Source: an optimization exercise on an open RTL-to-GDS flow (aim: small area, a short achievable clock period and few clock cycles per item). Production flows keep margins and buffers that such runs may drop. Function was checked by simulation only, so behaviour that the tests miss may differ from the original.

==> flow/design.v (excerpt) <==
module hsv_to_rgb_converter_core (
    input  logic                    clk,
    input  logic                    rst_n,
    input  logic                    pixel_valid,
    output logic                    pixel_ready,
    input  hsv2rgb_pkg::hsv_pixel_t pixel,
    output logic                    color_valid,
    input  logic                    color_ready,
    output hsv2rgb_pkg::rgb_pixel_t color
);
==> flow/config.mk <==
export PLATFORM = sky130hd
export DESIGN_NAME = hsv_to_rgb_converter_core
export DESIGN_NICKNAME = hsv_to_rgb_converter_core
export VERILOG_FILES = /design/flow/design.v
export SDC_FILE = /design/flow/constraint.sdc
export NUM_CORES = 4
export LEC_CHECK = 0
export ABC_CLOCK_PERIOD_IN_PS = 4000
export CAP_MARGIN = 20
export CORE_MARGIN = 2
export CORE_UTILIZATION = 60
export SETUP_SLACK_MARGIN = 2.5
export SLEW_MARGIN = 20
export SYNTH_HIERARCHICAL = 1
export SYNTH_MINIMUM_KEEP_SIZE = 0
==> flow/constraint.sdc <==
create_clock -name core_clock -period 8.0 [get_ports {clk}]
set_input_delay 1.6000 -clock core_clock [delete_from_list [all_inputs] [get_ports {clk}]]
set_output_delay 1.6000 -clock core_clock [all_outputs]
set_load 0.01 [all_outputs]
run.sh (not shown) runs the stock make flow with config.mk's settings and CLKGATE_MAP_FILE= SYNTH_SCRIPT=/design/flow/synth_recipe.tcl, a recipe that flattens the netlist after the stock synthesis.
Testbench counts at the start, summed over its fixed seeds: cycles 16,032, items 16,000.
==> next run, changes <==
--- a/flow/config.mk
+++ b/flow/config.mk
@@ -7,7 +7,5 @@
 export LEC_CHECK = 0
-export ABC_CLOCK_PERIOD_IN_PS = 4000
 export CAP_MARGIN = 20
 export CORE_MARGIN = 2
-export CORE_UTILIZATION = 60
-export SETUP_SLACK_MARGIN = 2.5
+export CORE_UTILIZATION = 40
 export SLEW_MARGIN = 20
=>
- utilization decreases by 24 points
- design area decreases by about 3%
- wire length decreases by 4.8%
- global-route usage decreases by 11 points
- first-iteration DRC count decreases by about 20%


hsv_to_rgb_converter_core, a different RTL version from the one above (not shown whole).
For scale: about 20,000 um^2 of cells after synthesis.
## hsv_to_rgb_converter_core
module hsv_to_rgb_converter_core (
    input  logic                    clk,
    input  logic                    rst_n,
    input  logic                    pixel_valid,
    output logic                    pixel_ready,
    input  hsv2rgb_pkg::hsv_pixel_t pixel,
    output logic                    color_valid,
    input  logic                    color_ready,
    output hsv2rgb_pkg::rgb_pixel_t color
);
export LEC_CHECK = 0
export ABC_CLOCK_PERIOD_IN_PS = 4000
export CAP_MARGIN = 20
export CORE_MARGIN = 2
export CORE_UTILIZATION = 40
export SETUP_SLACK_MARGIN = 3.6
export SLEW_MARGIN = 20
export SYNTH_HIERARCHICAL = 1
export SYNTH_MINIMUM_KEEP_SIZE = 0
create_clock -name core_clock -period 8.0 [get_ports {clk}]
The baseline went through all stages and came out clean.
Testbench counts at the start, summed over its fixed seeds: cycles 16,024, items 16,000.
==> next run, changes <==
- ABC_CLOCK_PERIOD_IN_PS: 4000 -> not set
- CORE_UTILIZATION: 40 -> 55
- PLACE_DENSITY: not set -> 0.75
- SETUP_SLACK_MARGIN: 3.6 -> 3.2
=>
- non-clock buffer count decreases by 31
- hold slack gets worse by 0.012 ns
- global-route usage is higher by 6.5 points
- final cell count is lower by a little under a tenth
- final area went down by a few percent
- routed wire length goes down slightly
- via count increases by a few percent
- worst setup slack gets worse by 0.11 ns
==> next run, changes <==
- ABC_CLOCK_PERIOD_IN_PS: not set -> 4000
- CAP_MARGIN: 20 -> 5
- CORE_UTILIZATION: 55 -> 60
- PLACE_DENSITY: 0.75 -> not set
- SLEW_MARGIN: 20 -> 5
Result: Setup slack gains 0.13 ns. Non-clock buffer count does not change. Global-route usage increases by 2.6 points. Sequential cell count is unchanged. Clock-buffer cell count increases by 4. Cell count decreases by 0.76%. Wire length decreases by 2.4%.

[what the ideal ports hide]
Ports are ideal in the flow. The routed layouts listed here were re-timed in OpenROAD.
Step 1 assumes that a clkbuf_16 drives the clock port and a buf_2 every other input.
Step 2 times the ports against the registers' clock, not the clock port: input delays grow and output delays shrink by t, the midpoint of the rising clock arrivals with the driver on.
Slacks: ideal ports / drivers / drivers and shift; pairs: ideal ports / drivers.
run	shift t [ns]	setup slack, ns	slew at the worst register clock pin (ns)	cell pins on the clock port's net
the first run of note 1	0.514	2.666 / 2.666 / 2.579	0.07 / 0.07	1
the second run of note 1	0.543	1.911 / 1.911 / 1.911	0.07 / 0.07	1
the first run of note 2	0.544	3.142 / 3.105 / 3.142	0.07 / 0.07	1
the second run of note 2	0.510	3.031 / 3.031 / 3.031	0.07 / 0.07	1
the third run of note 2	0.510	3.164 / 3.139 / 3.164	0.08 / 0.08	1
After both steps every run listed still meets setup and hold. The setup slack of the first run of note 1, which loses most, moves by 0.000 ns with the drivers and by -0.087 ns with both steps.
